Source: an optimization exercise on an open RTL-to-GDS flow (aim: small area and a short achievable clock period). Production flows keep margins and buffers that such runs may drop. At most, simulation tests tie the RTL to the original design; equivalence was not proved. Power and IR drop assume default switching activity.

## the reference run
==> module memory_mc_rdmux, before the edit <==
module memory_mc_rdmux #(
  parameter int unsigned WIDTH = 32,
  parameter int unsigned NLo   = 8,
  parameter int unsigned NHi   = 8
) (
  input  logic [NLo*NHi*WIDTH-1:0] mem,
  input  logic [NLo-1:0]           lo_sel,
  input  logic [NHi-1:0]           hi_sel,
  output logic [WIDTH-1:0]         rd
);
  logic [WIDTH-1:0] grp [NHi];
  always_comb begin
    rd = '0;
    for (int h = 0; h < NHi; h++) begin
      grp[h] = '0;
      for (int l = 0; l < NLo; l++) begin
        grp[h] = grp[h] | (mem[(h*NLo + l)*WIDTH +: WIDTH] & {WIDTH{lo_sel[l]}});
      end
      rd = rd | (grp[h] & {WIDTH{hi_sel[h]}});
    end
  end
endmodule
==> module memory_mc, before the edit <==
module memory_mc #(
  parameter int unsigned WIDTH      = 32,
  parameter int unsigned DEPTH      = 64,
  parameter int unsigned ADDR_WIDTH = 7,
  parameter int unsigned NUM_CH     = 4,
  parameter int unsigned RD_LAT     = 1
) (
  input  logic                         clk,
  input  logic                         res,
  input  logic [NUM_CH-1:0]            ch_valid,
  output logic [NUM_CH-1:0]            ch_ready,
  input  logic [NUM_CH-1:0]            ch_wr_rd,
  input  logic [NUM_CH*ADDR_WIDTH-1:0] ch_addr,
  input  logic [NUM_CH*WIDTH-1:0]      ch_wdata,
  input  logic [NUM_CH*WIDTH/8-1:0]    ch_wstrb,
  output logic [NUM_CH*WIDTH-1:0]      ch_rdata,
  output logic [NUM_CH-1:0]            ch_rvalid,
  output logic [NUM_CH-1:0]            ch_err
);
  localparam int unsigned NumBytes = WIDTH / 8;
  localparam int unsigned IdxW     = $clog2(DEPTH);
  localparam int unsigned NLo      = 1 << (IdxW / 2);
  localparam int unsigned NHi      = DEPTH / NLo;
  localparam int unsigned NPair = NUM_CH * (NUM_CH - 1) / 2;
  logic [NPair-1:0]         swap_q, swap_d;
  logic [NUM_CH*NUM_CH-1:0] prio;      
  logic [NUM_CH-1:0]        gnt;       
  logic [NUM_CH-1:0]        gnt_out;   
  logic [NUM_CH-1:0]        gnt_d;     
  always_comb begin
    for (int j = 0; j < NUM_CH; j++) begin
      for (int i = 0; i < NUM_CH; i++) begin
        if (j < i)      prio[j*NUM_CH + i] = ~swap_q[(j*NUM_CH - (j*(j+1))/2 + (i-j-1))];
        else if (j > i) prio[j*NUM_CH + i] = swap_q[(i*NUM_CH - (i*(i+1))/2 + (j-i-1))];
        else            prio[j*NUM_CH + i] = 1'b0;
      end
    end
  end
  memory_mc_arb #(.NUM_CH(NUM_CH)) u_arb (.prio(prio), .valid(ch_valid), .gnt(gnt));
  memory_mc_arb #(.NUM_CH(NUM_CH)) u_arb_d (.prio(prio), .valid(ch_valid), .gnt(gnt_d));
  memory_mc_arb #(.NUM_CH(NUM_CH)) u_arb_out (.prio(prio), .valid(ch_valid), .gnt(gnt_out));
  assign ch_ready = gnt_out & {NUM_CH{res}};
  always_comb begin
    for (int j = 0; j < NUM_CH; j++) begin
      for (int i = j + 1; i < NUM_CH; i++) begin
        logic t;
        t = 1'b0;
        for (int g = 0; g < NUM_CH; g++) begin
          if (((i - g - 1 + 2*NUM_CH) % NUM_CH) < ((j - g - 1 + 2*NUM_CH) % NUM_CH)) t = t | gnt[g];
        end
        swap_d[(j*NUM_CH - (j*(j+1))/2 + (i-j-1))] = t;
      end
    end
  end
  always_ff @(posedge clk or negedge res) begin
    if (!res) begin
      swap_q <= '0;
    end else if (|ch_valid) begin
      swap_q <= swap_d;
    end
  end
  logic [NUM_CH-1:0]         oor;
  logic [NLo-1:0]            lo_sel;
  logic [NHi-1:0]            hi_rd;
  logic [DEPTH*NumBytes-1:0] wen;
  logic [WIDTH-1:0]          wdata_sel;
  memory_mc_sel #(
    .WIDTH(WIDTH), .DEPTH(DEPTH), .ADDR_WIDTH(ADDR_WIDTH), .NUM_CH(NUM_CH), .NLo(NLo), .NHi(NHi)
  ) u_sel (
    .gnt(gnt), .gnt_d(gnt_d), .res(res), .ch_wr_rd(ch_wr_rd), .ch_addr(ch_addr), .ch_wdata(ch_wdata),
    .ch_wstrb(ch_wstrb), .oor(oor), .lo_sel(lo_sel), .hi_rd(hi_rd), .wen(wen),
    .wdata_sel(wdata_sel)
  );
  logic [DEPTH*WIDTH-1:0] mem_q;
  always_ff @(posedge clk) begin
    for (int w = 0; w < DEPTH; w++) begin
      for (int b = 0; b < NumBytes; b++) begin
        if (wen[w*NumBytes + b]) begin
          mem_q[w*WIDTH + 8*b +: 8] <= wdata_sel[8*b +: 8];
        end
      end
    end
  end
  logic [WIDTH-1:0] rd_word;
  memory_mc_rdmux #(.WIDTH(WIDTH), .NLo(NLo), .NHi(NHi)) u_rd (
    .mem(mem_q), .lo_sel(lo_sel), .hi_sel(hi_rd), .rd(rd_word)
  );
  logic [NUM_CH-1:0]       rvalid_q, err_q;
  logic [NUM_CH*WIDTH-1:0] rdata_q;
  always_ff @(posedge clk or negedge res) begin
    if (!res) begin
      rvalid_q <= '0;
      err_q    <= '0;
      rdata_q  <= '0;
    end else begin
      for (int i = 0; i < NUM_CH; i++) begin
        rvalid_q[i] <= gnt_d[i] & ~ch_wr_rd[i];
        err_q[i]    <= gnt_d[i] & oor[i];
        if (gnt_d[i] && !ch_wr_rd[i]) begin
          rdata_q[i*WIDTH +: WIDTH] <= rd_word;   
        end
      end
    end
  end
  assign ch_rvalid = rvalid_q;
  assign ch_err    = err_q;
  assign ch_rdata  = rdata_q;
endmodule
clock: 5.5 ns
lec_check: 0
cap_margin: 20
core_margin: 2
core_utilization: 40
cts_cluster_diameter: 60
cts_cluster_size: 30
setup_slack_margin: 3.0
slew_margin: 20
synth_hierarchical: 1
synth_minimum_keep_size: 0
tns_end_percent: 0
standard.sh (not shown) runs the stock make flow with config.mk's settings and CLKGATE_MAP_FILE= SYNTH_SCRIPT=/design/flow/synth_recipe.tcl, a recipe that flattens the netlist after the stock synthesis.
==> flow/flow/run.sh <==
#!/bin/bash
# Standard ORFS layout, but ports are buffered with a plain buf_2 instead of
# the delay-cell buffer buffer_ports picks by default.
set -euo pipefail
export BUFFER_PORTS_ARGS="-buffer_cell sky130_fd_sc_hd__buf_2"
bash standard.sh finish > orfs_make.log 2>&1
Relative to the reference run, the following input files were edited for the trial run:
-- flow/design.v --
<<< the reference run, line 80
  parameter int unsigned NHi   = 8
) (
  input  logic [NLo*NHi*WIDTH-1:0] mem,
  input  logic [NLo-1:0]           lo_sel,
  input  logic [NHi-1:0]           hi_sel,
  output logic [WIDTH-1:0]         rd
);
  logic [WIDTH-1:0] grp [NHi];
  always_comb begin
    rd = '0;
    for (int h = 0; h < NHi; h++) begin
      grp[h] = '0;
>>> the trial run, line 80
  parameter int unsigned NHi   = 8
) (
  input  logic [NLo*NHi*WIDTH-1:0]   mem,
  input  logic [NLo-1:0]             lo_sel,
  input  logic [NHi-1:0]             hi_sel,
  output logic [NHi/2*WIDTH-1:0]     part_n
);
  logic [WIDTH-1:0] grp [NHi];
  always_comb begin
    for (int h = 0; h < NHi; h++) begin
      grp[h] = '0;
<<< the reference run, line 93
        grp[h] = grp[h] | (mem[(h*NLo + l)*WIDTH +: WIDTH] & {WIDTH{lo_sel[l]}});
      end
      rd = rd | (grp[h] & {WIDTH{hi_sel[h]}});
    end
  end
>>> the trial run, line 92
        grp[h] = grp[h] | (mem[(h*NLo + l)*WIDTH +: WIDTH] & {WIDTH{lo_sel[l]}});
      end
    end
    for (int k = 0; k < NHi / 2; k++) begin
      part_n[k*WIDTH +: WIDTH] = ~((grp[2*k] & {WIDTH{hi_sel[2*k]}}) |
                                   (grp[2*k+1] & {WIDTH{hi_sel[2*k+1]}}));
    end
  end
endmodule
module memory_mc_rdout #(
  parameter int unsigned WIDTH = 32,
  parameter int unsigned NPART = 4
) (
  input  logic [NPART*WIDTH-1:0] part_n,
  input  logic                   load,
  input  logic [WIDTH-1:0]       q,
  output logic [WIDTH-1:0]       d
);
  always_comb begin
    for (int b = 0; b < WIDTH; b++) begin
      logic all_n;
      all_n = 1'b1;
      for (int k = 0; k < NPART; k++) all_n = all_n & part_n[k*WIDTH + b];
      d[b] = load ? ~all_n : q[b];
    end
  end
<<< the reference run, line 180
    end
  end
  logic [WIDTH-1:0] rd_word;
  memory_mc_rdmux #(.WIDTH(WIDTH), .NLo(NLo), .NHi(NHi)) u_rd (
    .mem(mem_q), .lo_sel(lo_sel), .hi_sel(hi_rd), .rd(rd_word)
  );
  logic [NUM_CH-1:0]       rvalid_q, err_q;
  logic [NUM_CH*WIDTH-1:0] rdata_q;
  always_ff @(posedge clk or negedge res) begin
    if (!res) begin
>>> the trial run, line 200
    end
  end
  logic [NHi/2*WIDTH-1:0] rd_part_n;
  memory_mc_rdmux #(.WIDTH(WIDTH), .NLo(NLo), .NHi(NHi)) u_rd (
    .mem(mem_q), .lo_sel(lo_sel), .hi_sel(hi_rd), .part_n(rd_part_n)
  );
  logic [NUM_CH-1:0]       rvalid_q, err_q;
  logic [NUM_CH*WIDTH-1:0] rdata_q, rdata_d;
  for (genvar gi = 0; gi < NUM_CH; gi++) begin : g_rdout
    memory_mc_rdout #(.WIDTH(WIDTH), .NPART(NHi / 2)) u_rdout (
      .part_n(rd_part_n), .load(gnt_d[gi] & ~ch_wr_rd[gi]),
      .q(rdata_q[gi*WIDTH +: WIDTH]), .d(rdata_d[gi*WIDTH +: WIDTH])
    );
  end
  always_ff @(posedge clk or negedge res) begin
    if (!res) begin
<<< the reference run, line 195
        rvalid_q[i] <= gnt_d[i] & ~ch_wr_rd[i];
        err_q[i]    <= gnt_d[i] & oor[i];
        if (gnt_d[i] && !ch_wr_rd[i]) begin
          rdata_q[i*WIDTH +: WIDTH] <= rd_word;   
        end
      end
    end
  end
>>> the trial run, line 221
        rvalid_q[i] <= gnt_d[i] & ~ch_wr_rd[i];
        err_q[i]    <= gnt_d[i] & oor[i];
      end
      rdata_q <= rdata_d;
    end
  end
Findings:
[compare] base=the reference run new=the trial run: core box area has increased; non-clock buffer count shows an increase of about 10%; CTS clock-pin slew for the worst setup and hold paths now smaller; via count went up by 3.4%; wire length of the first global-routing pass moved down. Share of total power in sequential cells for the trial run: 1.7 points down relative to the reference run. Compared with the reference run, the trial run is the more power-hungry design. Setup WNS the reference run -> the trial run: better. Diff the reference run -> the trial run | count of clock buffers in the final design | up by more than 10%. Core utilization: the trial run higher than the reference run. Sort the reference run and the trial run by mean instance size in the synthesized netlist, descending, and the reference run comes first. Relative to the reference run, the share of total power in the clock network of the trial run is higher by 0.2 points. Worst path arrival time in the trial run is 70 ps above the reference run.
For the trial run, only the layout was checked, not whether the RTL still works.

==> re-timing with driven ports <==
The results above use ideal ports. As a check the final layouts listed here were re-extracted and re-timed, cells and wires unchanged. Step 1 assumes that a clkbuf_16 drives the clock port and a buf_2 every other input. Step 2 also shifts input and output timing later by t, the mid clock arrival at the registers, as if the neighbouring blocks saw the same clock. a / b / c = ideal / step 1 / step 2; a / b = the first two.
run | t (ns) | setup slack, ns | worst data-port slew with drivers (ns)
the reference run | 0.897 | 1.968 / 1.977 / 1.096 | 0.30
the trial run | 0.908 | 2.130 / 2.135 / 1.287 | 0.27
After both steps setup and hold are still met in every run listed. The setup slack of the reference run, which loses most, moves by +0.009 ns with the drivers and by -0.872 ns with both steps.
